From an optimization exercise on the open Yosys and OpenROAD flow, aimed at small area, a short achievable clock period and few clock cycles per item; shortcuts taken in it are not production practice. RTL that was checked went through simulation tests only; none was proved equivalent to the original. No functional check of the RTL was part of run 1. Power figures rest on the tool's default switching activity, not on a simulated workload.

==> flow/design.v <==
package rac_pkg;
	localparam int COORD_W = 11;
	localparam int REG_W   = 12;
	localparam int EXT_W   = 11;
	localparam int COLOR_W = 8;
	localparam int SUM_W   = 30;
	localparam int CNT_W   = 23;
	localparam logic [1:0] REG_LEFT   = 2'd0;
	localparam logic [1:0] REG_TOP    = 2'd1;
	localparam logic [1:0] REG_WIDTH  = 2'd2;
	localparam logic [1:0] REG_HEIGHT = 2'd3;
endpackage
module rac_add #(
	parameter int W = 8
) (
	input  logic [W-1:0] a,
	input  logic [W-1:0] b,
	input  logic         cin,
	output logic [W-1:0] sum,
	output logic         cout
);
	localparam int L = $clog2(W);
	logic [W-1:0] p, g;
	logic [W-1:0] gg [L+1];
	logic [W-1:0] pp [L+1];
	always_comb begin
		p = a ^ b;
		g = a & b;
		gg[0] = g;
		pp[0] = p;
		gg[0][0] = g[0] | (p[0] & cin);
		for (int l = 0; l < L; l++) begin
			for (int i = 0; i < W; i++) begin
				if (((i >> l) & 1) == 1) begin
					gg[l+1][i] = gg[l][i] | (pp[l][i] & gg[l][((i >> l) << l) - 1]);
					pp[l+1][i] = pp[l][i] & pp[l][((i >> l) << l) - 1];
				end else begin
					gg[l+1][i] = gg[l][i];
					pp[l+1][i] = pp[l][i];
				end
			end
		end
		sum[0] = p[0] ^ cin;
		for (int i = 1; i < W; i++) begin
			sum[i] = p[i] ^ gg[L][i-1];
		end
		cout = gg[L][W-1];
	end
endmodule
module rac_inc #(
	parameter int W = 8
) (
	input  logic [W-1:0] a,
	input  logic         inc,
	output logic [W-1:0] sum
);
	localparam int L = $clog2(W);
	logic [W-1:0] pp [L+1];
	always_comb begin
		pp[0] = a;
		for (int l = 0; l < L; l++) begin
			for (int i = 0; i < W; i++) begin
				if (((i >> l) & 1) == 1) begin
					pp[l+1][i] = pp[l][i] & pp[l][((i >> l) << l) - 1];
				end else begin
					pp[l+1][i] = pp[l][i];
				end
			end
		end
		sum[0] = a[0] ^ inc;
		for (int i = 1; i < W; i++) begin
			sum[i] = a[i] ^ (inc & pp[L][i-1]);
		end
	end
endmodule
module rac_front (
	input  logic                        clk,
	input  logic                        arst_n,
	input  logic                        wr_lo,
	input  logic                        wr_ext,
	input  logic [rac_pkg::REG_W-1:0]   data,
	input  logic [rac_pkg::COORD_W-1:0] p,
	output logic [1:0]                  hit    
);
	localparam int W = rac_pkg::COORD_W + 1;
	logic [rac_pkg::COORD_W-1:0] lo_q;
	logic [rac_pkg::EXT_W-1:0]   ext_q;
	always_ff @(posedge clk or negedge arst_n) begin
		if (!arst_n) begin
			lo_q  <= '0;
			ext_q <= '0;
		end else begin
			if (wr_lo) begin
				lo_q <= data[rac_pkg::REG_W-1] ? '0 : data[rac_pkg::COORD_W-1:0];
			end
			if (wr_ext) begin
				ext_q <= data[rac_pkg::EXT_W-1:0];
			end
		end
	end
	logic [W-1:0] a, b, c, sv, cv;
	logic [W:0]   t;
	assign a  = {1'b0, lo_q};
	assign b  = {1'b0, ext_q};
	assign c  = ~{1'b0, p};
	assign sv = a ^ b ^ c;
	assign cv = {(a[W-2:0] & b[W-2:0]) | (a[W-2:0] & c[W-2:0]) | (b[W-2:0] & c[W-2:0]), 1'b1};
	assign t  = {1'b0, sv} + {1'b0, cv};
	assign hit[0] = p >= lo_q;
	assign hit[1] = t[W] ^ ((a[W-1] & b[W-1]) | (a[W-1] & c[W-1]) | (b[W-1] & c[W-1]));
endmodule
module rac_queue (
	input  logic                        clk,
	input  logic                        arst_n,
	input  logic                        take,
	input  logic [3:0]                  hit,
	input  logic [rac_pkg::COLOR_W-1:0] pixel_red,
	input  logic [rac_pkg::COLOR_W-1:0] pixel_green,
	input  logic [rac_pkg::COLOR_W-1:0] pixel_blue,
	input  logic                        last_pixel,
	output logic                        s_valid,
	output logic [3:0]                  s_hit,
	output logic [rac_pkg::COLOR_W-1:0] s_red,
	output logic [rac_pkg::COLOR_W-1:0] s_green,
	output logic [rac_pkg::COLOR_W-1:0] s_blue,
	output logic                        s_last
);
	always_ff @(posedge clk or negedge arst_n) begin
		if (!arst_n) begin
			s_valid <= 1'b0;
		end else begin
			s_valid <= take;
		end
	end
	always_ff @(posedge clk) begin
		s_hit   <= hit;
		s_red   <= pixel_red;
		s_green <= pixel_green;
		s_blue  <= pixel_blue;
		s_last  <= last_pixel;
	end
endmodule
module rac_accum (
	input  logic                        clk,
	input  logic                        clr,
	input  logic                        div,
	input  logic                        add,
	input  logic [rac_pkg::COLOR_W-1:0] color,
	input  logic [rac_pkg::SUM_W:0]     div_in,
	output logic [rac_pkg::SUM_W:0]     acc,
	output logic [rac_pkg::COLOR_W-1:0] mean
);
	localparam int SW = rac_pkg::SUM_W;
	localparam int MW = rac_pkg::COLOR_W;
	logic [SW:0] acc_q;
	logic        cy_q;
	logic [MW-1:0]    lo_sum;
	logic             lo_cy;
	logic [SW-MW-1:0] hi_sum;
	rac_add #(.W(MW)) u_lo (.a(acc_q[MW-1:0]), .b(color), .cin(1'b0), .sum(lo_sum), .cout(lo_cy));
	rac_inc #(.W(SW-MW)) u_hi (.a(acc_q[SW-1:MW]), .inc(cy_q), .sum(hi_sum));
	always_ff @(posedge clk) begin
		if (clr) begin
			acc_q <= '0;
			cy_q  <= 1'b0;
		end else if (div) begin
			acc_q <= div_in;
			cy_q  <= 1'b0;
		end else begin
			acc_q <= {1'b0, hi_sum, add ? lo_sum : acc_q[MW-1:0]};
			cy_q  <= add && lo_cy;
		end
	end
	assign acc  = acc_q;
	assign mean = acc_q[MW-1:0];
endmodule
module rac_step (
	input  logic [rac_pkg::SUM_W:0]   acc,
	input  logic                      sub,
	input  logic [rac_pkg::CNT_W-1:0] opnd,
	output logic [rac_pkg::SUM_W:0]   next
);
	localparam int SW = rac_pkg::SUM_W;
	localparam int CW = rac_pkg::CNT_W;
	localparam int LO = SW - CW;   
	logic [CW:0] rem;
	rac_add #(.W(CW+1)) u_add (
		.a    (acc[SW:LO]),
		.b    ({sub, opnd}),
		.cin  (sub),
		.sum  (rem),
		.cout ()
	);
	assign next = {rem[CW-1:0], acc[LO-1:0], !rem[CW]};
endmodule
module rac_div (
	input  logic       clk,
	input  logic       arst_n,
	input  logic       pixel_valid,
	input  logic       last_pixel,
	input  logic       s_valid,
	input  logic       s_last,
	input  logic       counted,
	input  logic       mean_ready,
	output logic       pixel_ready,
	output logic       take,
	output logic       clr,
	output logic       div,
	output logic       start,
	output logic       last,
	output logic       mean_valid,
	output logic       region_empty
);
	logic       open_q, open_n;
	logic       end_q;
	logic [4:0] step_q;
	assign take  = pixel_valid && pixel_ready;
	assign start = end_q && !region_empty;
	assign last  = step_q == '0;
	assign open_n = (open_q || clr || (mean_valid && mean_ready)) && !(take && last_pixel);
	always_ff @(posedge clk or negedge arst_n) begin
		if (!arst_n) begin
			pixel_ready <= 1'b0;
			open_q      <= 1'b0;
			clr         <= 1'b1;
			end_q       <= 1'b0;
			div         <= 1'b0;
			mean_valid  <= 1'b0;
		end else begin
			open_q      <= open_n;
			pixel_ready <= open_n;
			clr   <= mean_valid && mean_ready;
			end_q <= s_valid && s_last;
			if (start) begin
				div <= 1'b1;
			end else if (last) begin
				div <= 1'b0;
			end
			if (mean_valid && mean_ready) begin
				mean_valid <= 1'b0;
			end else if ((div && last) || (end_q && region_empty)) begin
				mean_valid <= 1'b1;
			end
		end
	end
	always_ff @(posedge clk) begin
		if (clr) begin
			region_empty <= 1'b1;
		end else if (counted) begin
			region_empty <= 1'b0;
		end
		if (div) begin
			step_q <= step_q - 1'b1;
		end else begin
			step_q <= 5'd23;
		end
	end
endmodule
module region_average_color_core (
	input  logic       clk,
	input  logic       arst_n,
	input  logic       cfg_wr_en,
	input  logic [1:0] cfg_index,
	input  logic [11:0] cfg_data,
	input  logic        pixel_valid,
	output logic        pixel_ready,
	input  logic [10:0] pixel_x,
	input  logic [10:0] pixel_y,
	input  logic [7:0]  pixel_blue,
	input  logic [7:0]  pixel_green,
	input  logic [7:0]  pixel_red,
	input  logic        last_pixel,
	output logic        mean_valid,
	input  logic        mean_ready,
	output logic [7:0]  mean_red,
	output logic [7:0]  mean_green,
	output logic [7:0]  mean_blue,
	output logic [22:0] inside_count,
	output logic        region_empty
);
	localparam int CW = rac_pkg::CNT_W;
	logic [1:0] in_x, in_y;
	rac_front u_fx (
		.clk    (clk),
		.arst_n (arst_n),
		.wr_lo  (cfg_wr_en && cfg_index == rac_pkg::REG_LEFT),
		.wr_ext (cfg_wr_en && cfg_index == rac_pkg::REG_WIDTH),
		.data   (cfg_data),
		.p      (pixel_x),
		.hit    (in_x)
	);
	rac_front u_fy (
		.clk    (clk),
		.arst_n (arst_n),
		.wr_lo  (cfg_wr_en && cfg_index == rac_pkg::REG_TOP),
		.wr_ext (cfg_wr_en && cfg_index == rac_pkg::REG_HEIGHT),
		.data   (cfg_data),
		.p      (pixel_y),
		.hit    (in_y)
	);
	logic        take, clr, div;
	logic        s_valid, s_last;
	logic [3:0]  s_hit;
	logic [7:0]  s_red, s_green, s_blue;
	rac_queue u_in (
		.clk         (clk),
		.arst_n      (arst_n),
		.take        (take),
		.hit         ({in_y, in_x}),
		.pixel_red   (pixel_red),
		.pixel_green (pixel_green),
		.pixel_blue  (pixel_blue),
		.last_pixel  (last_pixel),
		.s_valid     (s_valid),
		.s_hit       (s_hit),
		.s_red       (s_red),
		.s_green     (s_green),
		.s_blue      (s_blue),
		.s_last      (s_last)
	);
	localparam int SW = rac_pkg::SUM_W;
	logic [CW-1:0] tally_q, tally_next;
	logic          counted, start, last, sub_q, sub_n;
	logic [SW:0]   acc_r, acc_g, acc_b, step_b;
	assign counted = s_valid && (&s_hit) && !tally_q[CW-1];
	rac_inc #(.W(CW)) u_tally (.a(tally_q), .inc(counted), .sum(tally_next));
	assign sub_n = start || (div && !last && !acc_g[SW]);
	always_ff @(posedge clk) begin
		if (clr) begin
			tally_q <= '0;
		end else if (start || div) begin
			tally_q <= tally_q ^ {CW{sub_q ^ sub_n}};
		end else begin
			tally_q <= tally_next;
		end
		sub_q <= sub_n;
	end
	rac_step u_step (.acc(acc_b), .sub(sub_q), .opnd(tally_q), .next(step_b));
	rac_accum u_r (.clk(clk), .clr(clr), .div(div), .add(counted), .color(s_red),
		.div_in(step_b), .acc(acc_r), .mean(mean_red));
	rac_accum u_g (.clk(clk), .clr(clr), .div(div), .add(counted), .color(s_green),
		.div_in(acc_r), .acc(acc_g), .mean(mean_green));
	rac_accum u_b (.clk(clk), .clr(clr), .div(div), .add(counted), .color(s_blue),
		.div_in(acc_g), .acc(acc_b), .mean(mean_blue));
	rac_div u_ctl (
		.clk          (clk),
		.arst_n       (arst_n),
		.pixel_valid  (pixel_valid),
		.last_pixel   (last_pixel),
		.s_valid      (s_valid),
		.s_last       (s_last),
		.counted      (counted),
		.mean_ready   (mean_ready),
		.pixel_ready  (pixel_ready),
		.take         (take),
		.clr          (clr),
		.div          (div),
		.start        (start),
		.last         (last),
		.mean_valid   (mean_valid),
		.region_empty (region_empty)
	);
	assign inside_count = tally_q;
endmodule
==> flow/flow/run.sh <==
#!/bin/bash
# The standard layout (standard.sh, ORFS from synthesis to finish) with one
# change: the buffer placed on each input and output port is the plain
# sky130_fd_sc_hd__buf_1 instead of the delay cell buffer_ports picks by
# default. make's full output goes to standard.log; ORFS's per-step logs stay
# under orfs/logs/.
set -uo pipefail
export BUFFER_PORTS_ARGS="-buffer_cell sky130_fd_sc_hd__buf_1"
bash standard.sh > standard.log 2>&1
==> flow/standard.sh <==
#!/bin/bash
# synth_recipe.tcl (not shown) runs the flow's synth.tcl, then flattens the netlist and writes it again
# the make line also repeats each setting of config.mk as NAME=value (left out here)
make -C /OpenROAD-flow-scripts/flow DESIGN_CONFIG=/design/flow/config.mk WORK_HOME=/design/flow/orfs CLKGATE_MAP_FILE= SYNTH_SCRIPT=/design/flow/synth_recipe.tcl "${@:-finish}"
==> flow/config.mk <==
export PLATFORM = sky130hd
export DESIGN_NAME = region_average_color_core
export DESIGN_NICKNAME = region_average_color_core
export VERILOG_FILES = /design/flow/design.v
export SDC_FILE = /design/flow/constraint.sdc
export NUM_CORES = 4
export LEC_CHECK = 0
export CAP_MARGIN = 20
export CORE_MARGIN = 2
export CORE_UTILIZATION = 40
export SETUP_SLACK_MARGIN = 3.3
export SLEW_MARGIN = 20
==> flow/constraint.sdc <==
create_clock -name core_clock -period 6.0 [get_ports {clk}]
set_input_delay 1.2000 -clock core_clock [delete_from_list [all_inputs] [get_ports {clk}]]
set_output_delay 1.2000 -clock core_clock [all_outputs]
set_load 0.01 [all_outputs]
==> summary.txt, run 1 <==
Slew headroom -> 43.9%
Compound-Gate Fraction of Synth Area -> 13.0%
worst path required time -> 6400 ps
predominant post-synthesis flop cell -> dfxtp_1
register share of total power -> 45.7%
hold path startpoint -> u_ctl.step_q[0]
Clock Sinks -> 205
global placer's final weighted congestion -> 0.811
number of global-route vias before repair -> 9118
Avg Cell Area, Syn -> 8.97 µm²
Setup TNS -> 0 ps
drt first pass iters -> 5
CTS tree -> yes
Inserted Diodes -> 0
Rows -> 63
yosys warns -> 15
crit path launch type -> input pin
leakage -> 6.09 nW
Sw Share -> 25.9%
Reg2Reg Launch Point -> u_b.acc_q[7]
CP arrival -> 3130 ps
R2R cell count -> 11
Die ar. -> 0.0318 mm²
Fmax -> 366 MHz
Period minus WS final -> 2730 ps
syn nets -> 1569
Distinct cells, synth -> 65
Gate Count Post-Synth -> 1357
Slew @ Worst Pin -> 839 ps
XOR/XNOR share of the synthesized area -> 7.48%
Clock Skew -> 27.5 ps
crit path max fanout -> 2
proportion of layout cells with a drive suffix above 1 -> 8.49%
Die W -> 178 µm
FFs w/ async S/R, synth -> 24.4%
final hold vios -> 0
Setup-failing EPs final -> 0
post-DP HPWL -> 20.2 mm
per-cell routed wire length -> 15.0 µm
clock group share of total power -> 42.1%
P_sw -> 0.834 mW
DRC viols -> 0
Buffers on Ports -> 115
clk buf depth -> 3
HP Class -> reg -> reg
root buf cell -> clkbuf_16
sequential share of the synthesized area -> 35.8%
clock latency at the later pin of the worst-skew pair -> 530 ps
Setup CP Type -> in -> reg
fraction of synthesized area in multiplexers -> 3.53%
Boundary Pins -> 116
status -> complete, no violations
maximum VDD drop -> 190 µV
DP Area -> 0.0128 mm²
FF+latch count, synth -> 205
GRT overflow -> 0
Reg clk slew, reported paths -> 60 ps
number of vias per cell -> 4.94
Syn Std Cell Area -> 0.0122 mm²
pin count of the biggest net entering global routing -> 77
initial DRC count -> 451
Area Growth Syn to Fin -> 12.7%
Combinational Power Share -> 12.1%
drt total wl -> 27.7 mm
RSZ-0062 raised after global routing -> yes
largest family of logic cells by synthesized area -> adder cells
post-route ant nets -> 0
Vias -> 9145
global-route wire length before repair -> 45.8 mm
Initial Utilization -> 40.9%
simple-gate area share of the yosys netlist -> 15.2%
number of enable flip-flop cells after synthesis -> 0
Min-Delay Path Depth -> 1
Die Y -> 178 µm
H-tree depth -> 1
antenna violations before repair -> 0
FILL cells -> 2945
final period utilization -> 45.6%
core area -> 0.0298 mm²
Int Pwr -> 2.39 mW
max_cap viols -> 0
CP Capture Type -> flop
CTS Buf Count -> 24
fin nets -> 1656
Setup crit start -> pixel_x[1]
pwr dens -> 235 mW/mm²
Slew Limit Fails -> 0
Synth Area in Adders -> 17.2%
final instance area -> 0.0137 mm²
Overall Global Routing Usage -> 17.7%
[path summary, 6_finish.rpt]
kind / endpoint / slack (ps)
hold / removal: u_ctl.step_q[0] / 400
max in group asynchronous: u_ctl.div / 4730
hold reg to reg: u_ctl.step_q[0] / 400
setup / recovery: u_in.s_hit[1] / 3270
setup reg to reg: u_r.acc_q[26] / 3370
min in group asynchronous: u_fx.ext_q[1] / 790
[per-layer routing]
metal / track usage (%) / wire [µm] / vias to the layer above
met5: 0 / 0 / -
met4: 3.96 / 528 / 0
met3: 3.67 / 1400 / 38
met2: 29.3 / 12500 / 139
met1: 23.8 / 13300 / 4303
li1: - / - / 4665
[cells in the mapped netlist (6+ instances only)]
library cell | instances | share of area, %
mux2i_1 | 17 | 1.4
clkbuf_1 | 42 | 1.3
o21a_1 | 12 | 0.74
o22ai_1 | 8 | 0.41
dfxtp_1 | 155 | 25
nand3b_1 | 8 | 0.49
fa_1 | 36 | 5.9
a21o_1 | 15 | 0.93
and2_1 | 8 | 0.41
dfrtp_1 | 49 | 10
o211ai_1 | 6 | 0.37
xnor2_1 | 62 | 4.5
nand2_1 | 95 | 2.9
a2111oi_0 | 6 | 0.43
inv_1 | 153 | 4.7
or2_2 | 8 | 0.41
nand3_1 | 21 | 0.86
nor2b_1 | 7 | 0.36
a221oi_1 | 6 | 0.43
nor2_1 | 142 | 4.4
buf_4 | 24 | 1.5
nand4_1 | 11 | 0.57
nor3_1 | 20 | 0.82
nand2b_1 | 19 | 0.98
a21oi_1 | 92 | 3.8
mux2_2 | 22 | 2.0
a31oi_1 | 6 | 0.31
o21ai_0 | 46 | 1.9
xor2_1 | 42 | 3.0
and3_1 | 18 | 0.93
a211oi_1 | 24 | 1.5
ha_1 | 110 | 11
[placed cells by master, fill, tap and decap left out, types with 5 or more instances in the layout]
| cell | synthesis | layout |
|---|---|---|
| clkbuf_1 | 42 | 6 |
| nand4_1 | 11 | 11 |
| a31oi_1 | 6 | 6 |
| o22ai_1 | 8 | 8 |
| a21oi_1 | 92 | 92 |
| and2_1 | 8 | 8 |
| inv_1 | 153 | 149 |
| xor2_1 | 42 | 42 |
| xnor2_1 | 62 | 62 |
| o211ai_1 | 6 | 6 |
| a221oi_1 | 6 | 6 |
| nor3_1 | 20 | 20 |
| dfxtp_1 | 155 | 152 |
| nand2_1 | 95 | 95 |
| dfrtp_1 | 49 | 48 |
| fa_1 | 36 | 34 |
| mux2_2 | 22 | 22 |
| nand3_1 | 21 | 21 |
| nand2b_1 | 19 | 19 |
| a21o_1 | 15 | 15 |
| mux2i_1 | 17 | 17 |
| nand3b_1 | 8 | 8 |
| nor2b_1 | 7 | 7 |
| nor2_1 | 142 | 141 |
| a211oi_1 | 24 | 22 |
| buf_4 | 24 | 15 |
| and3_1 | 18 | 18 |
| clkinv_2 | 0 | 6 |
| o21a_1 | 12 | 12 |
| buf_1 | 2 | 112 |
| or2_2 | 8 | 8 |
| and4_1 | 5 | 5 |
| o21ai_0 | 46 | 44 |
| clkbuf_16 | 0 | 24 |
| ha_1 | 110 | 110 |
[registers in the layout (all words and copies together), names as in the netlist, 8 cells and up]
| signal | flops |
|---|---|
| u_fy.ext_q | 11 |
| u_fy.lo_q | 11 |
| u_b.acc_q | 31 |
| u_g.acc_q | 31 |
| u_r.acc_q | 31 |
| u_in.s_blue | 8 |
| tally_q | 23 |
| u_fx.ext_q | 11 |
| u_in.s_green | 8 |
| u_fx.lo_q | 11 |
| u_in.s_red | 8 |
[critical path, cell delays in order]
cell      delay [ps]
buf_8            100
fa_1             520
inv_1             40
ha_1             250
nor2b_1          130
o21a_1           160
o21a_1           170
o211ai_1         160
a21boi_1         100
o31ai_1          220
a21oi_1           90
[logic make-up (layout without fill, tap and decap cells)]
family / after synthesis / in the layout
mux: 40 / 40
fa+ha+maj: 146 / 146
compound gates: 252 / 252
buf+inv: 226 / 329
flops: 205 / 205
xor+xnor: 104 / 104
simple gates: 384 / 384
[area by class of cell]
cell class | instances | area [µm²] | share of cell area, %
multi-input cells | 926 | 6950 | 50.6
inverters | 154 | 581 | 4.23
clock inverters | 9 | 57.6 | 0.420
clock buffers | 33 | 664 | 4.84
flip-flops and latches | 205 | 4370 | 31.9
well taps | 390 | 488 | 3.56
repair buffers | 133 | 607 | 4.42
[repair_timing]
action                                  in CTS  in global routing
setup buffers                               10                  4
pin swaps                                   13                 16
endpoints found under the setup margin      30                 14
hold buffers                                 0                  0
resized for setup                           24                 14
[metrics by stage]
stage | util (%) | hold WS, ps | setup WS [ps] | instances | power [mW]
after floorplan | - | 371 | 2960 | 1357 | 1.77
after global placement | 42.8 | 386 | 2710 | 1794 | 1.89
after detailed placement | 42.8 | 390 | 2660 | 1794 | 1.90
after CTS | 45.7 | 404 | 3220 | 1846 | 3.27
after global routing | 46.0 | 427 | 3110 | 1850 | 3.40
final | 46.0 | 401 | 3270 | 1850 | 3.22
[power groups by stage]
stage / logic (mW) / clock network, mW / registers, mW
finish: 0.391 / 1.36 / 1.47
global route: 0.474 / 1.45 / 1.48
CTS: 0.401 / 1.39 / 1.48
detailed placement: 0.393 / 0 / 1.51
global placement: 0.382 / 0 / 1.50
floorplan: 0.285 / 0 / 1.49
==> run 2: changes to the inputs <==
--- a/flow/design.v
+++ b/flow/design.v
@@ -82,9 +82,9 @@
 	input  logic [rac_pkg::COORD_W-1:0] p,
 	output logic [1:0]                  hit    
 );
-	localparam int W = rac_pkg::COORD_W + 1;
 	logic [rac_pkg::COORD_W-1:0] lo_q;
 	logic [rac_pkg::EXT_W-1:0]   ext_q;
+	logic [rac_pkg::COORD_W:0]   hi_q;
 	always_ff @(posedge clk or negedge arst_n) begin
 		if (!arst_n) begin
 			lo_q  <= '0;
@@ -98,16 +98,11 @@
 			end
 		end
 	end
-	logic [W-1:0] a, b, c, sv, cv;
-	logic [W:0]   t;
-	assign a  = {1'b0, lo_q};
-	assign b  = {1'b0, ext_q};
-	assign c  = ~{1'b0, p};
-	assign sv = a ^ b ^ c;
-	assign cv = {(a[W-2:0] & b[W-2:0]) | (a[W-2:0] & c[W-2:0]) | (b[W-2:0] & c[W-2:0]), 1'b1};
-	assign t  = {1'b0, sv} + {1'b0, cv};
+	always_ff @(posedge clk) begin
+		hi_q <= {1'b0, lo_q} + {1'b0, ext_q};
+	end
 	assign hit[0] = p >= lo_q;
-	assign hit[1] = t[W] ^ ((a[W-1] & b[W-1]) | (a[W-1] & c[W-1]) | (b[W-1] & c[W-1]));
+	assign hit[1] = {1'b0, p} <= hi_q;
 endmodule
 module rac_queue (
 	input  logic                        clk,
@@ -198,6 +193,7 @@
 	input  logic       arst_n,
 	input  logic       pixel_valid,
 	input  logic       last_pixel,
+	input  logic       cfg_wr_en,
 	input  logic       s_valid,
 	input  logic       s_last,
 	input  logic       counted,
@@ -228,7 +224,7 @@
 			mean_valid  <= 1'b0;
 		end else begin
 			open_q      <= open_n;
-			pixel_ready <= open_n;
+			pixel_ready <= open_n && !cfg_wr_en;
 			clr   <= mean_valid && mean_ready;
 			end_q <= s_valid && s_last;
 			if (start) begin
@@ -347,6 +343,7 @@
 		.arst_n       (arst_n),
 		.pixel_valid  (pixel_valid),
 		.last_pixel   (last_pixel),
+		.cfg_wr_en    (cfg_wr_en),
 		.s_valid      (s_valid),
 		.s_last       (s_last),
 		.counted      (counted),
==> summary.txt, run 2 <==
Final Power -> 7.15 mW (+120%)
global placer's final weighted congestion -> 0.791 (-2.5%)
Gate Count Post-Synth -> 1433 (+5.6%)
Fmax -> 393 MHz (+7.5%)
most frequent cell after synthesis -> dfxtp_1
clock group share of total power -> 23.0% (-19 points)
Initial Utilization -> 40.6% (-0.30 points)
synth top area cells -> dfxtp_1 28%, ha_1 11%, dfrtp_1 9.8%
number of vias per cell -> 5.12 (+3.6%)
Synth top area share -> 28.0% (+2.5 points)
crit path max fanout -> 5 (+3)
number of global-route vias before repair -> 9658 (+5.9%)
H-tree depth -> 1 (unchanged)
WHS -> 411 ps (+9.54 ps)
initial DRC count -> 505 (+12%)
Setup CP Type -> reg -> reg
register share of total power -> 37.5% (-8.2 points)
number of enable flip-flop cells after synthesis -> 0 (unchanged)
CTS Buf Count -> 27 (+13%)
most common cell after layout, fill and taps aside -> dfxtp_1
clk buf depth -> 3 (unchanged)
GRT met3 Usage -> 4.03% (+0.37 points)
most frequent cells in the layout -> 176 x dfxtp_1, 163 x nor2_1, 114 x inv_1, 114 x ha_1, 114 x buf_1
RSZ-0062 raised after global routing -> yes
Slew @ Worst Pin -> 696 ps (-142 ps)
status -> complete, no violations
Synth top cells by count -> 179 x dfxtp_1, 163 x nor2_1, 114 x ha_1, 114 x inv_1, 108 x a21oi_1
Reg2Reg Launch Point -> tally_q[0]
Clock Sinks -> 230 (+12%)
post-route ant nets -> 0 (unchanged)
final period utilization -> 42.4% (-3.2 points)
Rows -> 65 (+3.2%)
pwr dens -> 495 mW/mm² (+110%)
post-placement worst setup slack -> 1980 ps (-682 ps)
Setup TNS -> 0 ps (unchanged)
global-route wire length before repair -> 48.2 mm (+5.3%)
drt total wl -> 29.3 mm (+5.6%)
core area -> 0.0316 mm² (+5.9%)
GRT overflow -> 0 (unchanged)
FF+latch count, synth -> 230 (+12%)
DP Area -> 0.0134 mm² (+5.0%)
max incr delay on CP -> 370 ps (-150 ps)
maximum VDD drop -> 294 µV (+55%)
CTS tree -> yes
clock latency at the later pin of the worst-skew pair -> 550 ps (+20 ps)
DRC viols -> 0 (unchanged)
pin count of the biggest net entering global routing -> 110 (+43%)
max_cap viols -> 0 (unchanged)
proportion of layout cells with a drive suffix above 1 -> 7.40% (-1.1 points)
sequential share of the synthesized area -> 38.0% (+2.2 points)
leakage -> 6.17 nW (+1.3%)
Largest regs -> u_b.acc_q (31), u_g.acc_q (31), u_r.acc_q (31)
Vias -> 9890 (+8.1%)
R2R setup slack -> 3460 ps (+90 ps)
Clock Skew -> 27.4 ps (-0.112 ps)
worst path bufs/invs -> 2 (unchanged)
Distinct cells, synth -> 73 (+12%)
Crit-path slowest cell -> fa_2
syn nets -> 1629 (+3.8%)
root buf cell -> clkbuf_16
P_sw -> 2.81 mW (+240%)
Int Pwr -> 4.34 mW (+82%)
yosys warns -> 15 (unchanged)
Setup-failing EPs final -> 0 (unchanged)
Slew Limit Fails -> 0 (unchanged)
Buffers on Ports -> 115 (unchanged)
Sw Share -> 39.3% (+13 points)
Boundary Pins -> 116 (unchanged)
per-cell routed wire length -> 15.2 µm (+1.1%)
Avg Cell Area, Syn -> 8.93 µm² (-0.45%)
cell taking the most area after synthesis -> dfxtp_1
final hold vios -> 0 (unchanged)
CP delay by family, top -> compound AO/OA/AOI/OAI gates
final instance area -> 0.0145 mm² (+5.4%)
FFs w/ async S/R, synth -> 22.2% (-2.2 points)
drt first pass iters -> 4 (-1)
Syn Std Cell Area -> 0.0128 mm² (+5.1%)
crit path launch type -> flop
Overall Global Routing Usage -> 17.6% (-0.097 points)
Reg clk slew, reported paths -> 60 ps (about the same)
R2R cell count -> 11 (unchanged)
grt peak-use layer -> met2
worst flop-to-flop path endpoint -> u_r.acc_q[28]
Combinational Power Share -> 39.5% (+27 points)
CP most frequent cell -> inv_1
Period minus WS final -> 2540 ps (-190 ps)
CP arrival -> 2960 ps (-170 ps)
hold path startpoint -> u_ctl.step_q[0]
Area Growth Syn to Fin -> 12.9%
post-DP HPWL -> 21.2 mm (+5.0%)
Slew headroom -> 53.4% (+9.6 points)
Global Route met1 Usage -> 23.0% (-0.82 points)
Die Y -> 183 µm (+2.5%)
Die ar. -> 0.0334 mm² (+5.0%)
crit-path cells -> inv_1, fa_1, inv_1, fa_2, a211oi_4, nor3_4, o2111ai_4, a21oi_1, or3_1, a21boi_0, nor3_1
Die W -> 183 µm (+2.5%)
antenna violations before repair -> 4 (+4)
worst path required time -> 6410 ps (about the same)
Hold Path Sink -> u_ctl.step_q[0]
setup ws final -> 3460 ps (+190 ps)
predominant post-synthesis flop cell -> dfxtp_1
HP Class -> reg -> reg
CP Capture Type -> flop
Min-Delay Path Depth -> 1 (unchanged)
met2 GRT Util -> 29.9% (+0.54 points)
fin nets -> 1705 (+3.0%)
## run 2: cell count changes after synthesis, sizes merged, moves of 7 or more
cell,previous run,this run
nor2b,7,20
dfxtp,155,179
inv,154,114
o21ai,50,62
nand2,95,103
xnor2,62,78
fa,36,16
nand3,21,31
nor2,142,163
o22ai,8,1
or3,3,10
a21oi,97,110
a211oi,24,37
## run 2: kinds of logic (layout without fill, tap and decap cells)
family	count (synthesis)	in the layout	share of synthesized area (%)
other	0	2	0
AND/OR/NAND/NOR	443	443	16.8
flip-flops	230	230	38.0
XOR/XNOR	114	114	7.80
AO/OA/AOI/OAI	291	291	14.4
adder cells (fa/ha/maj)	130	130	13.6
multiplexers	36	36	3.03
buffers and inverters	189	284	6.34
## run 2: worst max-delay path by stage
stage,start,end,cells past startpoint
final,tally_q[0],u_r.acc_q[28],11
after global routing,u_b.acc_q[7],u_r.acc_q[17],12
after CTS,u_b.acc_q[7],u_r.acc_q[23],11
after detailed placement,tally_q[22],tally_q[22],8
after global placement,tally_q[22],tally_q[22],8
after floorplan,pixel_x[0],u_in.s_hit[0],9
## run 2: cell type report
cell class	count	area [µm²]
fill	3128	17100
antenna	2	5.00
multi-input combinational	1014	7240
clock inverter	8	95.1
timing repair buffer	121	498
inverter	115	444
sequential	230	4870
tap	402	503
clock buffer	40	795
## run 2: routing by layer
metal | wire [µm] | share of wire (%)
met5 | 24 | 0.082
met4 | 484 | 1.7
met3 | 1580 | 5.4
met2 | 13900 | 47
met1 | 13300 | 46
## run 2: through the flow
| step | util [%] | std cells |
|---|---|---|
| after floorplan | - | 1433 |
| after global placement | 42.4 | 1880 |
| after detailed placement | 42.4 | 1880 |
| after CTS | 45.5 | 1929 |
| after global routing | 45.8 | 1930 |
| final | 45.8 | 1932 |
## run 2: repair_timing
item / CTS / global route
setup buffers: 1 / 1
pin swaps: 7 / 5
resized for setup: 19 / 14
hold buffers: 0 / 0
cloned: 0 / 0
endpoints found under the setup margin: 58 / 17
## run 2: power by group through the flow
stage | sequential [mW] | clock, mW | combinational [mW]
floorplan | 2.49 | 0 | 2.30
global placement | 2.73 | 0 | 2.65
detailed placement | 2.74 | 0 | 2.71
CTS | 2.71 | 1.69 | 2.76
global route | 2.77 | 1.75 | 3.25
finish | 2.68 | 1.64 | 2.82
Testbench counts of run 2, summed over its fixed seeds: cycles 226,409, pixels 216,409.
==> run 3: changes to the inputs <==
--- a/flow/config.mk
+++ b/flow/config.mk
@@ -8,5 +8,5 @@
 export CAP_MARGIN = 20
 export CORE_MARGIN = 2
 export CORE_UTILIZATION = 40
-export SETUP_SLACK_MARGIN = 3.3
+export SETUP_SLACK_MARGIN = 3.8
 export SLEW_MARGIN = 20
==> summary.txt, run 3 <==
status -> complete, no violations
Fmax -> 384 MHz (-2.2%)
predominant post-synthesis flop cell -> dfxtp_1
CP most frequent cell -> fa_2
Setup CP Type -> reg -> reg
Syn Std Cell Area -> 0.0128 mm² (unchanged)
drt first pass iters -> 5 (+1)
antenna violations before repair -> 1 (-3)
Clock Sinks -> 230 (unchanged)
RSZ-0062 raised after global routing -> yes
Area Growth Syn to Fin -> 25.8%
CP arrival -> 3070 ps (+110 ps)
synth top area cells -> dfxtp_1 28%, ha_1 11%, dfrtp_1 9.8%
DRC viols -> 0 (unchanged)
final period utilization -> 43.4% (+0.96 points)
global-route wire length before repair -> 50.2 mm (+4.1%)
clk buf depth -> 3 (unchanged)
proportion of layout cells with a drive suffix above 1 -> 24.3% (+17 points)
Die ar. -> 0.0334 mm² (unchanged)
Avg Cell Area, Syn -> 8.93 µm² (unchanged)
WHS -> 413 ps (+2.83 ps)
H-tree depth -> 1 (unchanged)
leakage -> 6.90 nW (+12%)
per-cell routed wire length -> 15.5 µm (+2.5%)
most common cell after layout, fill and taps aside -> nor2_1
post-DP HPWL -> 21.0 mm (-1.0%)
Final Power -> 8.00 mW (+12%)
number of global-route vias before repair -> 10100 (+4.6%)
most frequent cells in the layout -> 160 x nor2_1, 123 x dfxtp_1, 105 x ha_1, 103 x inv_1, 101 x nand2_1
Distinct cells, synth -> 73 (unchanged)
Die W -> 183 µm (unchanged)
crit path max fanout -> 3 (-2)
Die Y -> 183 µm (unchanged)
pwr dens -> 497 mW/mm² (+0.52%)
Synth top cells by count -> 179 x dfxtp_1, 163 x nor2_1, 114 x ha_1, 114 x inv_1, 108 x a21oi_1
Rows -> 65 (unchanged)
worst path required time -> 6470 ps (+60 ps)
HP Class -> reg -> reg
CP Capture Type -> flop
max_cap viols -> 0 (unchanged)
FF+latch count, synth -> 230 (unchanged)
Overall Global Routing Usage -> 18.3% (+0.69 points)
sequential share of the synthesized area -> 38.0% (unchanged)
fin nets -> 1787 (+4.8%)
Clock Skew -> 25.5 ps (-1.95 ps)
DP Area -> 0.0135 mm² (+1.2%)
number of vias per cell -> 5.13 (+0.17%)
Reg clk slew, reported paths -> 60 ps (about the same)
syn nets -> 1629 (unchanged)
final instance area -> 0.0161 mm² (+11%)
Boundary Pins -> 116 (unchanged)
final hold vios -> 0 (unchanged)
crit path launch type -> flop
initial DRC count -> 523 (+3.6%)
cell taking the most area after synthesis -> dfxtp_1
Slew Limit Fails -> 0 (unchanged)
max incr delay on CP -> 450 ps (+80 ps)
clock latency at the later pin of the worst-skew pair -> 550 ps (about the same)
CP delay by family, top -> adder cells
Buffers on Ports -> 115 (unchanged)
Vias -> 10300 (+4.4%)
worst path bufs/invs -> 3 (+1)
CTS Buf Count -> 27 (unchanged)
Slew @ Worst Pin -> 728 ps (+31.6 ps)
root buf cell -> clkbuf_16
Setup-failing EPs final -> 0 (unchanged)
CTS tree -> yes
yosys warns -> 15 (unchanged)
core area -> 0.0316 mm² (unchanged)
R2R setup slack -> 3400 ps (-60 ps)
global placer's final weighted congestion -> 0.816 (+3.1%)
maximum VDD drop -> 247 µV (-16%)
setup ws final -> 3400 ps (-57.4 ps)
GRT overflow -> 0 (unchanged)
Setup TNS -> 0 ps (unchanged)
Slew headroom -> 51.5% (-2.0 points)
most frequent cell after synthesis -> dfxtp_1
Synth top area share -> 28.0% (unchanged)
FFs w/ async S/R, synth -> 22.2% (unchanged)
Initial Utilization -> 40.6% (unchanged)
Period minus WS final -> 2600 ps (+57.4 ps)
pin count of the biggest net entering global routing -> 93 (-15%)
Largest regs -> u_b.acc_q (31), u_g.acc_q (31), u_r.acc_q (31)
Gate Count Post-Synth -> 1433 (unchanged)
post-route ant nets -> 0 (unchanged)
number of enable flip-flop cells after synthesis -> 0 (unchanged)
Crit-path slowest cell -> fa_2
post-placement worst setup slack -> 3030 ps (+1050 ps)
drt total wl -> 31.3 mm (+6.8%)
crit-path cells -> inv_2, fa_2, inv_2, fa_2, a211oi_4, buf_4, o21ai_4, a21oi_2, nor2b_1, nor2_2, fa_2, a211oi_2
[run 3: cells by family after synthesis]
kind of cell | share of synthesized area (%)
xor gates and xnor gates | 7.80
AOI/OAI and AO/OA | 14.4
muxes | 3.03
buffers and inverters | 6.34
adders and majority gates | 13.6
DFF | 38.0
and+or+nand+nor | 16.8
[run 3: report_power, final]
group	internal (mW)	total (mW)	switching (mW)	leakage (nW)
registers	2.14	2.67	0.524	2.15
clock network	0.979	1.62	0.645	0.433
logic	1.82	3.71	1.90	4.32
[run 3: path summary, 6_finish.rpt]
path,depth (start not counted),endpoint,start
min in group asynchronous,2,u_fy.ext_q[10],arst_n
max,12,u_r.acc_q[16],tally_q[0]
min reg2reg,1,u_ctl.step_q[0],u_ctl.step_q[0]
max reg2reg,12,u_r.acc_q[16],tally_q[0]
max in group asynchronous,2,u_ctl.div,arst_n
min,1,u_ctl.step_q[0],u_ctl.step_q[0]
[run 3: repair_timing]
action | CTS | global route
hold buffers | 0 | 0
cloned | 2 | 0
pin swaps | 41 | 54
endpoints found under the setup margin | 163 | 114
gates resized for setup | 242 | 98
setup buffers | 59 | 22
endpoints found under the hold margin | 0 | 0
[run 3: area by class of cell]
type | instances | area, µm²
clock buffer | 44 | 830
tap | 402 | 503
inverter | 115 | 457
sequential | 230 | 5020
timing repair buffer | 201 | 1510
antenna | 1 | 2.50
fill | 2922 | 15500
multi-input combinational | 1016 | 7720
clock inverter | 4 | 48.8
[run 3: per-stage QoR]
step,cells,utilization (%)
floorplan,1433,-
global placement,1881,42.9
detailed placement,1881,42.9
CTS,1990,49.4
global route,2012,51.0
finish,2013,51.0
[run 3: layer usage]
metal / track usage [%] / part of all wire, % / vias to the layer above
li1: - / - / 5219
met1: 23.6 / 45 / 4918
met2: 31.8 / 49 / 155
met3: 4.05 / 4.7 / 30
met4: 3.26 / 1.4 / 0
met5: 0 / 0 / -
==> run 4: changes to the inputs <==
--- a/flow/config.mk
+++ b/flow/config.mk
@@ -8,5 +8,5 @@
 export CAP_MARGIN = 20
 export CORE_MARGIN = 2
 export CORE_UTILIZATION = 40
-export SETUP_SLACK_MARGIN = 3.8
+export SETUP_SLACK_MARGIN = 3.6
 export SLEW_MARGIN = 20
==> summary.txt, run 4 <==
H-tree depth -> 1 (unchanged)
largest family of logic cells by synthesized area -> simple AND/OR/NAND/NOR gates
CTS Hold Buffers Added -> 0 (unchanged)
pwr dens -> 496 mW/mm² (-0.27%)
syn nets -> 1629 (unchanged)
most common cell after layout, fill and taps aside -> nor2_1
maximum VDD drop -> 240 µV (-2.7%)
Vias -> 9944 (-3.7%)
XOR/XNOR share of the synthesized area -> 7.80% (unchanged)
post-route ant nets -> 0 (unchanged)
Buffers on Ports -> 115 (unchanged)
setup ws final -> 3450 ps (+54.2 ps)
number of global-route vias before repair -> 9693 (-4.1%)
Compound-Gate Fraction of Synth Area -> 14.4% (unchanged)
FILL cells -> 3076 (+5.3%)
area of the multi-input gates -> 0.00743 mm² (-3.7%)
antenna violations before repair -> 1 (unchanged)
Period minus WS final -> 2550 ps (-54.2 ps)
Distinct cells, synth -> 73 (unchanged)
number of vias per cell -> 5.09 (-0.70%)
Slew @ Worst Pin -> 873 ps (+145 ps)
Initial Utilization -> 40.6% (unchanged)
GRT overflow -> 0 (unchanged)
crit-path cells -> inv_4, fa_2, inv_2, fa_2, a211oi_4, nor3_4, o2111ai_4, a21oi_2, o2111a_2, o2111a_1, nor4_1
Area Growth Syn to Fin -> 16.4%
Setup TNS -> 0 ps (unchanged)
FFs w/ async S/R, synth -> 22.2% (unchanged)
Die W -> 183 µm (unchanged)
clock latency at the later pin of the worst-skew pair -> 540 ps (about the same)
post-DP HPWL -> 21.0 mm (+0.13%)
Boundary Pins -> 116 (unchanged)
Setup-failing EPs final -> 0 (unchanged)
post-placement worst setup slack -> 3040 ps (+10.0 ps)
fraction of synthesized area in multiplexers -> 3.03% (unchanged)
most frequent cell after synthesis -> dfxtp_1
clk buf depth -> 3 (unchanged)
Reg area -> 0.00491 mm² (-2.3%)
initial DRC count -> 510 (-2.5%)
simple-gate area share of the yosys netlist -> 16.8% (unchanged)
per-cell routed wire length -> 15.3 µm (-1.4%)
fin nets -> 1727 (-3.4%)
Crit-path slowest cell -> fa_2
worst path required time -> 6430 ps (-40 ps)
yosys warns -> 15 (unchanged)
Avg Cell Area, Syn -> 8.93 µm² (unchanged)
final hold vios -> 0 (unchanged)
Inserted Diodes -> 0 (-1)
Slew headroom -> 41.4% (-10 points)
CP most frequent cell -> fa_2
max_cap viols -> 0 (unchanged)
Clock Skew -> 11.1 ps (-14.4 ps)
proportion of layout cells with a drive suffix above 1 -> 13.3% (-11 points)
RSZ-0062 raised after global routing -> yes
HP Class -> reg -> reg
Overall Global Routing Usage -> 17.6% (-0.78 points)
drt total wl -> 29.9 mm (-4.3%)
Largest regs -> u_b.acc_q (31), u_g.acc_q (31), u_r.acc_q (31)
root buf cell -> clkbuf_16
CP Capture Type -> flop
global-route wire length before repair -> 48.4 mm (-3.5%)
status -> complete, no violations
Reg clk slew, reported paths -> 60 ps (about the same)
crit path max fanout -> 4 (+1)
cell taking the most area after synthesis -> dfxtp_1
final period utilization -> 42.4% (-0.90 points)
most frequent cells in the layout -> 161 x nor2_1, 153 x dfxtp_1, 110 x ha_1, 108 x inv_1
crit path launch type -> flop
max incr delay on CP -> 360 ps (-90 ps)
Setup CP Type -> reg -> reg
Synth Area in Adders -> 13.6% (unchanged)
CTS tree -> yes
sequential share of the synthesized area -> 38.0% (unchanged)
core area -> 0.0316 mm² (unchanged)
Die ar. -> 0.0334 mm² (unchanged)
global placer's final weighted congestion -> 0.847 (+3.8%)
CP arrival -> 2980 ps (-90 ps)
FF+latch count, synth -> 230 (unchanged)
predominant post-synthesis flop cell -> dfxtp_1
leakage -> 6.35 nW (-7.9%)
Rows -> 65 (unchanged)
drt first pass iters -> 6 (+1)
Clock Sinks -> 230 (unchanged)
CTS Buf Count -> 27 (unchanged)
Synth top cells by count -> 179 x dfxtp_1, 163 x nor2_1, 114 x ha_1, 114 x inv_1, 108 x a21oi_1
Slew Limit Fails -> 0 (unchanged)
Fmax -> 393 MHz (+2.1%)
synth top area cells -> dfxtp_1 28%, ha_1 11%, dfrtp_1 9.8%
Syn Std Cell Area -> 0.0128 mm² (unchanged)
pin count of the biggest net entering global routing -> 94 (+1.1%)
number of enable flip-flop cells after synthesis -> 0 (unchanged)
Die Y -> 183 µm (unchanged)
Synth top area share -> 28.0% (unchanged)
Gate Count Post-Synth -> 1433 (unchanged)
DRC viols -> 0 (unchanged)
[run 4: cells by family (layout without fill, tap and decap cells)]
group | Yosys count | after routing
simple gates | 443 | 444
fa+ha+maj | 130 | 130
mux | 36 | 36
flops | 230 | 230
compound gates | 291 | 293
buf+inv | 189 | 304
xor+xnor | 114 | 114
[run 4: final cells by class]
| class | count | area share [%] |
|---|---|---|
| tap | 402 | 3.38 |
| timing repair buffer | 140 | 4.53 |
| inverter | 115 | 3.08 |
| clock inverter | 7 | 0.596 |
| multi-input combinational | 1017 | 49.9 |
| clock buffer | 42 | 5.58 |
| sequential | 230 | 32.9 |
[run 4: report_power, final]
part / switching (mW) / leakage, nW / total (mW) / internal (mW)
registers: 0.573 / 2.13 / 2.67 / 2.10
logic: 1.67 / 3.76 / 3.05 / 1.37
clock network: 0.642 / 0.459 / 1.67 / 1.03
total: 2.89 / 6.35 / 7.39 / 4.50
[run 4: per-stage QoR]
step	util, %	cell area (µm²)	hold WS, ps	instances	total power [mW]
finish	47.2	14900	409	1953	7.39
global route	47.2	14900	439	1953	8.00
CTS	46.4	14600	409	1938	7.32
detailed placement	42.9	13500	396	1881	5.47
global placement	42.9	13500	392	1881	5.40
floorplan	-	12900	379	1433	4.82
[run 4: repair_timing]
action,4_1_cts,5_1_grt
pin swaps,15,18
gates cloned,0,3
resized for setup,36,55
setup endpoints to repair,80,71
setup buffers,8,12
[run 4: final timing paths]
| kind | end | slack (ps) | startpoint | cells past startpoint |
|---|---|---|---|---|
| min | u_ctl.step_q[0] | 410 | u_ctl.step_q[0] | 1 |
| max | u_r.acc_q[0] | 3450 | tally_q[0] | 11 |
| max in group asynchronous | u_ctl.div | 4740 | arst_n | 2 |
| max reg2reg | u_r.acc_q[0] | 3450 | tally_q[0] | 11 |
| min reg2reg | u_ctl.step_q[0] | 410 | u_ctl.step_q[0] | 1 |
| min in group asynchronous | u_fy.lo_q[9] | 770 | arst_n | 2 |
[run 4: routing by layer]
layer | vias up | global-route usage (%) | part of all wire, %
met4 | 2 | 4.32 | 1.9
met1 | 4675 | 23.1 | 47
li1 | 5093 | - | -
met5 | - | 0 | 0.040
met3 | 39 | 3.51 | 4.5
met2 | 135 | 29.6 | 47
[run 4: worst max-delay path, delay by kind of cell (launching register included)]
kind            cells  cell delay [ps]
simple gates        2              250
fa+ha+maj           2              550
compound gates      5             1210
flops               1              350
buf+inv             2               90
==> run 5: changes to the inputs <==
--- a/flow/config.mk
+++ b/flow/config.mk
@@ -8,5 +8,5 @@
 export CAP_MARGIN = 20
 export CORE_MARGIN = 2
 export CORE_UTILIZATION = 40
-export SETUP_SLACK_MARGIN = 3.6
+export SETUP_SLACK_MARGIN = 3.0
 export SLEW_MARGIN = 20
==> summary.txt, run 5 <==
status -> complete, no violations
largest family of logic cells by synthesized area -> simple AND/OR/NAND/NOR gates
Die Y -> 183 µm (unchanged)
Cells after DPL -> 1880 (-0.053%)
CTS Buf Count -> 27 (unchanged)
DRC viols -> 0 (unchanged)
Largest regs -> u_b.acc_q (31), u_g.acc_q (31), u_r.acc_q (31)
Vias -> 9819 (-1.3%)
post-route ant nets -> 0 (unchanged)
crit path max fanout -> 34 (+30)
Rows -> 65 (unchanged)
most frequent cells in the layout -> 179 x dfxtp_1, 163 x nor2_1, 114 x inv_1, 114 x ha_1, 114 x buf_1
H-tree depth -> 1 (unchanged)
Setup TNS -> 0 ps (unchanged)
number of global-route vias before repair -> 9537 (-1.6%)
most common cell after layout, fill and taps aside -> dfxtp_1
final period utilization -> 46.7% (+4.3 points)
Synth top cells by count -> 179 x dfxtp_1, 163 x nor2_1, 114 x ha_1, 114 x inv_1, 108 x a21oi_1
Syn Std Cell Area -> 0.0128 mm² (unchanged)
final hold vios -> 0 (unchanged)
FF+latch count, synth -> 230 (unchanged)
setup bufs post-CTS -> 0 (-8)
worst path required time -> 6390 ps (-40 ps)
clock latency at the later pin of the worst-skew pair -> 540 ps (about the same)
Setup-failing EPs final -> 0 (unchanged)
initial DRC count -> 531 (+4.1%)
Final Power -> 6.98 mW (-5.5%)
sequential share of the synthesized area -> 38.0% (unchanged)
Fmax -> 357 MHz (-9.2%)
final instance area -> 0.0143 mm² (-4.2%)
Area Growth Syn to Fin -> 11.5%
max_cap viols -> 0 (unchanged)
simple-gate area share of the yosys netlist -> 16.8% (unchanged)
predominant post-synthesis flop cell -> dfxtp_1
R2R cell count -> 8 (-3)
Slew Limit Fails -> 0 (unchanged)
XOR/XNOR share of the synthesized area -> 7.80% (unchanged)
maximum VDD drop -> 265 µV (+10%)
worst flop-to-flop path endpoint -> tally_q[21]
Setup CP Type -> reg -> reg
core area -> 0.0316 mm² (unchanged)
Setup crit start -> tally_q[22]
post-DP HPWL -> 21.2 mm (+0.94%)
Reg clk slew, reported paths -> 60 ps (about the same)
HP Class -> reg -> reg
yosys warns -> 15 (unchanged)
per-cell routed wire length -> 14.9 µm (-3.0%)
Die ar. -> 0.0334 mm² (unchanged)
RSZ-0062 raised after global routing -> yes
leakage -> 6.12 nW (-3.7%)
FFs w/ async S/R, synth -> 22.2% (unchanged)
drt total wl -> 28.6 mm (-4.3%)
Synth top area share -> 28.0% (unchanged)
Synth Area in Adders -> 13.6% (unchanged)
antenna violations before repair -> 3 (+2)
global placer's final weighted congestion -> 0.768 (-9.2%)
root buf cell -> clkbuf_16
crit path launch type -> flop
number of vias per cell -> 5.09 (about the same)
Avg Cell Area, Syn -> 8.93 µm² (unchanged)
global-route wire length before repair -> 47.6 mm (-1.8%)
Boundary Pins -> 116 (unchanged)
Die W -> 183 µm (unchanged)
DP Area -> 0.0134 mm² (-1.0%)
Distinct cells, synth -> 73 (unchanged)
drt first pass iters -> 4 (-2)
WHS -> 414 ps (+4.54 ps)
CP Capture Type -> flop
fin cells -> 1928 (-1.3%)
R2R setup slack -> 3200 ps (-260 ps)
clk buf depth -> 3 (unchanged)
proportion of layout cells with a drive suffix above 1 -> 6.62% (-6.7 points)
Critical Path Sink -> tally_q[21]
Gate Count Post-Synth -> 1433 (unchanged)
Reg2Reg Launch Point -> tally_q[22]
cell taking the most area after synthesis -> dfxtp_1
syn nets -> 1629 (unchanged)
GRT overflow -> 0 (unchanged)
CP arrival -> 3190 ps (+210 ps)
CTS tree -> yes
number of enable flip-flop cells after synthesis -> 0 (unchanged)
Overall Global Routing Usage -> 17.2% (-0.33 points)
Initial Utilization -> 40.6% (unchanged)
fraction of synthesized area in multiplexers -> 3.03% (unchanged)
Period minus WS final -> 2800 ps (+257 ps)
synth top area cells -> dfxtp_1 28%, ha_1 11%, dfrtp_1 9.8%
Compound-Gate Fraction of Synth Area -> 14.4% (unchanged)
Slew headroom -> 28.4% (-13 points)
pwr dens -> 489 mW/mm² (-1.3%)
Slew @ Worst Pin -> 1070 ps (+201 ps)
pin count of the biggest net entering global routing -> 103 (+9.6%)
most frequent cell after synthesis -> dfxtp_1
fin nets -> 1703 (-1.4%)
Clock Skew -> 17.8 ps (+6.72 ps)
Buffers on Ports -> 115 (unchanged)
Clock Sinks -> 230 (unchanged)
-- run 5: worst min path at each step --
stage | start | end | slack [ps] | cells past startpoint
after floorplan | u_ctl.step_q[0] | u_ctl.step_q[0] | 380 | 1
after global placement | u_ctl.step_q[0] | u_ctl.step_q[0] | 390 | 1
after detailed placement | u_ctl.step_q[0] | u_ctl.step_q[0] | 400 | 1
after CTS | u_ctl.step_q[0] | u_ctl.step_q[0] | 420 | 1
after global routing | u_ctl.step_q[0] | u_ctl.step_q[0] | 430 | 1
final | u_r.acc_q[30] | u_g.acc_q[30] | 410 | 1
-- run 5: cells by family (layout without fill, tap and decap cells) --
logic type / after synthesis / in the layout
AOI/OAI and AO/OA: 291 / 291
xor gates and xnor gates: 114 / 114
adders and majority gates: 130 / 130
buffers and inverters: 189 / 281
DFF: 230 / 230
muxes: 36 / 36
other: 0 / 1
and+or+nand+nor: 443 / 443
-- run 5: critical path, stage by stage, from the launching register on --
cell	delay, ps
dfxtp_1	350
and4b_1	280
nand3_2	440
clkinv_4	420
and4_1	410
o211ai_2	240
nor3_1	310
xnor2_1	150
nor2_1	50
-- run 5: metrics by stage --
step	utilization, %	setup slack, ps
floorplan	-	3270
global placement	42.4	2110
detailed placement	42.4	2050
CTS	45.2	3050
global route	45.2	2960
finish	45.2	3200
-- run 5: area by class of cell --
cell class | instances | area (µm²)
Timing Repair Buffer | 119 | 463
Fill cell | 3128 | 17300
Antenna cell | 1 | 2.50
Clock inverter | 12 | 100
Tap cell | 402 | 503
Clock buffer | 35 | 746
Inverter | 115 | 437
Multi-Input combinational cell | 1014 | 7150
Sequential cell | 230 | 4870
-- run 5: power breakdown --
part / leakage [nW] / switching (mW) / internal (mW)
Clock: 0.415 / 0.654 / 0.916
Sequential: 2.13 / 0.662 / 2.07
Combinational: 3.58 / 1.44 / 1.23
-- run 5: metal layers --
metal	vias up	track usage (%)	routed length, µm
li1	5031	-	-
met1	4594	22.8	13300
met2	150	28.9	13200
met3	40	3.55	1440
met4	4	4.00	597
met5	-	0	25
-- run 5: repair_timing --
item | 4_1_cts | 5_1_grt
pin swaps | 0 | 1
hold buffers | 0 | 0
endpoints found under the setup margin | 47 | 10
gates resized for setup | 5 | 2
==> run 6: changes to the inputs <==
--- a/flow/config.mk
+++ b/flow/config.mk
@@ -7,6 +7,6 @@
 export LEC_CHECK = 0
 export CAP_MARGIN = 20
 export CORE_MARGIN = 2
-export CORE_UTILIZATION = 40
-export SETUP_SLACK_MARGIN = 3.0
+export CORE_UTILIZATION = 60
+export SETUP_SLACK_MARGIN = 3.3
 export SLEW_MARGIN = 20
==> summary.txt, run 6 <==
global placer's final weighted congestion -> 0.818 (+6.5%)
final period utilization -> 43.0% (-3.7 points)
R2R cell count -> 12 (+4)
drt first pass iters -> 4 (unchanged)
final instance area -> 0.0142 mm² (-0.12%)
status -> complete, no violations
Period minus WS final -> 2580 ps (-223 ps)
fin nets -> 1709 (+0.35%)
crit path max fanout -> 4 (-88%)
Crit-path slowest cell -> fa_2
FF+latch count, synth -> 230 (unchanged)
Slew @ Worst Pin -> 805 ps (-268 ps)
WHS -> 412 ps (-2.13 ps)
Clock Skew -> 12.3 ps (-5.52 ps)
DP Area -> 0.0132 mm² (-1.1%)
pwr dens -> 496 mW/mm² (+1.4%)
leakage -> 6.14 nW (+0.35%)
core area -> 0.0210 mm² (-34%)
CP Capture Type -> flop
Reg2Reg Launch Point -> u_b.acc_q[7]
Synth top area share -> 28.0% (unchanged)
Clock Sinks -> 230 (unchanged)
max_cap viols -> 0 (unchanged)
Setup-failing EPs final -> 0 (unchanged)
global-route wire length before repair -> 45.2 mm (-4.9%)
Setup CP Type -> reg -> reg
most common cell after layout, fill and taps aside -> dfxtp_1
Reg clk slew, reported paths -> 60 ps (about the same)
setup ws final -> 3420 ps (+223 ps)
clk buf depth -> 3 (unchanged)
antenna violations before repair -> 0 (-3)
Die ar. -> 0.0225 mm² (-33%)
HP Class -> reg -> reg
hold path startpoint -> u_ctl.step_q[0]
number of global-route vias before repair -> 9270 (-2.8%)
CTS Buf Count -> 26 (-3.7%)
DRC viols -> 0 (unchanged)
Final Power -> 7.07 mW (+1.3%)
Vias -> 9890 (+0.72%)
sequential share of the synthesized area -> 38.0% (unchanged)
Overall Global Routing Usage -> 24.6% (+7.3 points)
pin count of the biggest net entering global routing -> 98 (-4.9%)
Inserted Diodes -> 0 (-1)
final hold vios -> 0 (unchanged)
R2R setup slack -> 3420 ps (+220 ps)
initial DRC count -> 349 (-34%)
proportion of layout cells with a drive suffix above 1 -> 7.84% (+1.2 points)
GRT overflow -> 0 (unchanged)
Min-Delay Path Depth -> 1 (unchanged)
maximum VDD drop -> 277 µV (+4.8%)
CTS tree -> yes
Setup TNS -> 0 ps (unchanged)
post-DP HPWL -> 20.2 mm (-5.0%)
syn nets -> 1629 (unchanged)
Hold Path Sink -> u_ctl.step_q[0]
number of enable flip-flop cells after synthesis -> 0 (unchanged)
number of vias per cell -> 5.48 (+7.5%)
Fmax -> 387 MHz (+8.6%)
predominant post-synthesis flop cell -> dfxtp_1
FILL cells -> 1789 (-43%)
Rows -> 53 (-18%)
most frequent cell after synthesis -> dfxtp_1
Die W -> 150 µm (-18%)
worst flop-to-flop path endpoint -> u_r.acc_q[28]
FFs w/ async S/R, synth -> 22.2% (unchanged)
Boundary Pins -> 116 (unchanged)
Die Y -> 150 µm (-18%)
RSZ-0062 raised after global routing -> yes
crit-path cells -> inv_2, fa_2, inv_2, fa_2, a211oi_4, nor3_4, o2111ai_4, buf_6, a21oi_2, or3_1, a21boi_1, nor3_1
root buf cell -> clkbuf_16
Distinct cells, synth -> 73 (unchanged)
most frequent cells in the layout -> 176 x dfxtp_1, 163 x nor2_1, 114 x ha_1, 114 x buf_1, 110 x inv_1
fin cells -> 1806 (-6.3%)
Avg Cell Area, Syn -> 8.93 µm² (unchanged)
max incr delay on CP -> 390 ps (-50 ps)
post-placement worst setup slack -> 2990 ps (+938 ps)
CTS Hold Buffers Added -> 0 (unchanged)
yosys warns -> 15 (unchanged)
Largest regs -> u_b.acc_q (31), u_g.acc_q (31), u_r.acc_q (31)
Buffers on Ports -> 115 (unchanged)
worst path required time -> 6400 ps (about the same)
post-layout util -> 68.0% (+23 points)
Gate Count Post-Synth -> 1433 (unchanged)
crit path launch type -> flop
Slew headroom -> 46.3% (+18 points)
post-route ant nets -> 0 (unchanged)
CP arrival -> 2980 ps (-210 ps)
Synth top cells by count -> 179 x dfxtp_1, 163 x nor2_1, 114 x ha_1, 114 x inv_1, 108 x a21oi_1
Initial Utilization -> 61.1% (+21 points)
Area Growth Syn to Fin -> 11.3%
drt total wl -> 28.2 mm (-1.6%)
H-tree depth -> 1 (unchanged)
Syn Std Cell Area -> 0.0128 mm² (unchanged)
per-cell routed wire length -> 15.6 µm (+5.1%)
cell taking the most area after synthesis -> dfxtp_1
Slew Limit Fails -> 0 (unchanged)
clock latency at the later pin of the worst-skew pair -> 530 ps (about the same)
synth top area cells -> dfxtp_1 28%, ha_1 11%, dfrtp_1 9.8%
Cells after DPL -> 1754 (-6.7%)
run 6: how the worst max path moves through the flow:
| stage | startpoint | to | slack [ps] | cells past startpoint |
|---|---|---|---|---|
| floorplan | pixel_x[0] | u_in.s_hit[0] | 3310 | 9 |
| global placement | tally_q[22] | tally_q[22] | 3040 | 9 |
| detailed placement | sub_q | u_r.acc_q[23] | 2990 | 11 |
| CTS | tally_q[0] | u_r.acc_q[0] | 3290 | 11 |
| global route | u_b.acc_q[7] | u_r.acc_q[26] | 3270 | 12 |
| finish | u_b.acc_q[7] | u_r.acc_q[28] | 3420 | 12 |
run 6: worst max-delay path, delay by kind of cell, from the launching register on:
| kind | cells | cell delay (ps) |
|---|---|---|
| buffers and inverters | 3 | 240 |
| AND/OR/NAND/NOR | 3 | 490 |
| adder cells (fa/ha/maj) | 2 | 590 |
| flip-flops | 1 | 350 |
| AO/OA/AOI/OAI | 4 | 780 |
run 6: cell families (layout without fill, tap and decap cells):
| group | count (synthesis) | after routing | synth area share [%] |
|---|---|---|---|
| AO/OA/AOI/OAI | 291 | 291 | 14.4 |
| adder cells (fa/ha/maj) | 130 | 130 | 13.6 |
| buffers and inverters | 189 | 287 | 6.34 |
| XOR/XNOR | 114 | 114 | 7.80 |
| flip-flops | 230 | 230 | 38.0 |
| AND/OR/NAND/NOR | 443 | 443 | 16.8 |
| multiplexers | 36 | 36 | 3.03 |
run 6: where the power goes:
part,internal (mW),switching (mW),total [mW]
registers,2.08,0.627,2.71
logic,1.29,1.55,2.84
clock network,0.899,0.620,1.52
run 6: final cells by class:
type	instances	area (µm²)	share of cell area, %
inverter	115	432	3.03
clock buffer	39	751	5.27
clock inverter	7	58.8	0.413
tap	275	344	2.41
multi-input combinational	1014	7250	50.9
timing repair buffer	126	536	3.76
sequential	230	4880	34.2
run 6: repair_timing:
| action | in CTS | in global routing |
|---|---|---|
| endpoints found under the hold margin | 0 | 0 |
| setup endpoints to repair | 27 | 19 |
| buffers inserted | 1 | 5 |
| gates resized for setup | 11 | 31 |
| pin swaps | 4 | 16 |
run 6: per-layer routing:
metal  vias to the layer above  share of wire [%]  track usage, %
li1                       5039                  -               -
met5                         -                  0               0
met3                        43                4.6            4.36
met2                       166                 49            43.3
met4                         0                2.3            5.90
met1                      4642                 44            31.3
==> run 7: changes to the inputs <==
--- a/flow/config.mk
+++ b/flow/config.mk
@@ -7,6 +7,8 @@
 export LEC_CHECK = 0
 export CAP_MARGIN = 20
 export CORE_MARGIN = 2
-export CORE_UTILIZATION = 60
-export SETUP_SLACK_MARGIN = 3.3
+export CORE_UTILIZATION = 40
+export CTS_CLUSTER_DIAMETER = 80
+export CTS_CLUSTER_SIZE = 20
+export SETUP_SLACK_MARGIN = 3.5
 export SLEW_MARGIN = 20
==> summary.txt, run 7 <==
pwr dens -> 474 mW/mm² (-4.6%)
clk buf depth -> 3 (unchanged)
met2 GRT Util -> 30.5% (-13 points)
Slew @ Worst Pin -> 755 ps (-50.4 ps)
Rows -> 65 (+23%)
CP Capture Type -> flop
simple-gate area share of the yosys netlist -> 16.8% (unchanged)
Combinational Power Share -> 43.3% (+3.1 points)
final hold vios -> 0 (unchanged)
RSZ-0062 raised after global routing -> yes
CTS Hold Buffers Added -> 0 (unchanged)
number of global-route vias before repair -> 9709 (+4.7%)
Synth Area in Adders -> 13.6% (unchanged)
CTS tree -> yes
Largest regs -> u_b.acc_q (31), u_g.acc_q (31), u_r.acc_q (31)
Synth top cells by count -> 179 x dfxtp_1, 163 x nor2_1, 114 x ha_1, 114 x inv_1, 108 x a21oi_1
predominant post-synthesis flop cell -> dfxtp_1
register share of total power -> 39.8% (+1.5 points)
XOR/XNOR share of the synthesized area -> 7.80% (unchanged)
Clock Sinks -> 230 (unchanged)
Clock Skew -> 32.4 ps (+20.1 ps)
HP Class -> reg -> reg
post-route ant nets -> 0 (unchanged)
clock latency at the later pin of the worst-skew pair -> 510 ps (-20 ps)
worst path bufs/invs -> 3 (unchanged)
Avg Cell Area, Syn -> 8.93 µm² (unchanged)
Vias -> 9809 (-0.82%)
Sw Share -> 41.2% (+1.5 points)
status -> complete, no violations
Int Pwr -> 3.97 mW (-7.0%)
Final Power -> 6.75 mW (-4.5%)
worst path required time -> 6400 ps (about the same)
fin nets -> 1704 (-0.29%)
Gate Count Post-Synth -> 1433 (unchanged)
max_cap viols -> 0 (unchanged)
Setup TNS -> 0 ps (unchanged)
GRT met3 Usage -> 3.02% (-1.3 points)
number of enable flip-flop cells after synthesis -> 0 (unchanged)
Boundary Pins -> 116 (unchanged)
Slew headroom -> 49.7% (+3.4 points)
Setup CP Type -> reg -> reg
sequential share of the synthesized area -> 38.0% (unchanged)
per-cell routed wire length -> 15.3 µm (-1.9%)
fraction of synthesized area in multiplexers -> 3.03% (unchanged)
root buf cell -> clkbuf_16
CTS Buf Count -> 16 (-38%)
drt first pass iters -> 5 (+1)
Die ar. -> 0.0334 mm² (+49%)
P_sw -> 2.78 mW (-0.80%)
Syn Std Cell Area -> 0.0128 mm² (unchanged)
Initial Utilization -> 40.6% (-21 points)
GRT overflow -> 0 (unchanged)
Slew Limit Fails -> 0 (unchanged)
setup ws final -> 3380 ps (-38.1 ps)
H-tree depth -> 1 (unchanged)
final period utilization -> 43.6% (+0.63 points)
grt peak-use layer -> met2
clock group share of total power -> 17.0% (-4.5 points)
most common cell after layout, fill and taps aside -> dfxtp_1
yosys warns -> 15 (unchanged)
number of vias per cell -> 5.11 (-6.6%)
Die Y -> 183 µm (+22%)
cell taking the most area after synthesis -> dfxtp_1
CP arrival -> 3020 ps (+40 ps)
leakage -> 6.05 nW (-1.5%)
crit path launch type -> flop
Crit-path slowest cell -> fa_2
syn nets -> 1629 (unchanged)
crit path max fanout -> 3 (-1)
post-DP HPWL -> 21.1 mm (+4.7%)
CP delay by family, top -> compound AO/OA/AOI/OAI gates
[run 7: cell counts after synthesis]
Identical to the previous run, type by type.
[run 7: cells by family (layout without fill, tap and decap cells)]
logic type,Yosys count,count (layout)
DFF,230,230
buffers and inverters,189,272
muxes,36,36
and+or+nand+nor,443,443
AOI/OAI and AO/OA,291,291
xor gates and xnor gates,114,114
adders and majority gates,130,130
[run 7: final timing paths]
check,endpoint,depth (start not counted),start,slack [ps]
min reg2reg,u_ctl.step_q[0],1,u_ctl.step_q[0],410
max,u_r.acc_q[26],12,tally_q[0],3380
min,u_ctl.step_q[0],1,u_ctl.step_q[0],410
max in group asynchronous,u_ctl.div,2,arst_n,4720
min in group asynchronous,u_fy.lo_q[9],2,arst_n,810
max reg2reg,u_r.acc_q[26],12,tally_q[0],3380
[run 7: through the flow]
stage | area, µm² | std cells | util (%) | hold slack [ps]
final | 14300 | 1918 | 45.2 | 408
after CTS | 14100 | 1914 | 44.7 | 413
after floorplan | 12900 | 1433 | - | 379
after global routing | 14300 | 1918 | 45.2 | 439
after global placement | 13500 | 1881 | 42.7 | 391
after detailed placement | 13500 | 1881 | 42.7 | 393
[run 7: area by class of cell]
class / instances / area (µm²) / area share [%]
Multi-Input combinational cell: 1014 / 7340 / 51.5
Inverter: 115 / 447 / 3.13
Clock inverter: 5 / 63.8 / 0.448
Sequential cell: 230 / 4880 / 34.2
Clock buffer: 21 / 440 / 3.09
Tap cell: 402 / 503 / 3.53
Timing Repair Buffer: 131 / 579 / 4.06
[run 7: repair_timing]
item                                    CTS  global route
hold endpoints to repair                  0             0
endpoints found under the setup margin   46            40
buffers inserted                          7             4
pin swaps                                14            19
resized for setup                        25            31
[run 7: routing by layer]
layer / share of wire [%] / wire length [µm]
met1: 46 / 13500
met3: 4.4 / 1290
met4: 1.6 / 456
met5: 0.071 / 21
met2: 48 / 14100
[run 7: power by group through the flow]
stage          Clock, mW  Combinational (mW)  Sequential [mW]
5_1_grt             1.23                3.33             2.77
3_3_place_gp           0                2.62             2.77
4_1_cts             1.17                2.84             2.71
2_1_floorplan          0                2.31             2.49
3_5_place_dp           0                2.67             2.78
6_report            1.15                2.92             2.68

Re-timed with assumed drivers on the ports (clkbuf_16 on the clock, buf_2 on other inputs), run 7 has 3.381 ns of setup slack against 3.381 ns with ideal ports, and 3.157 ns once port delays also move by the mid clock arrival of 0.544 ns.
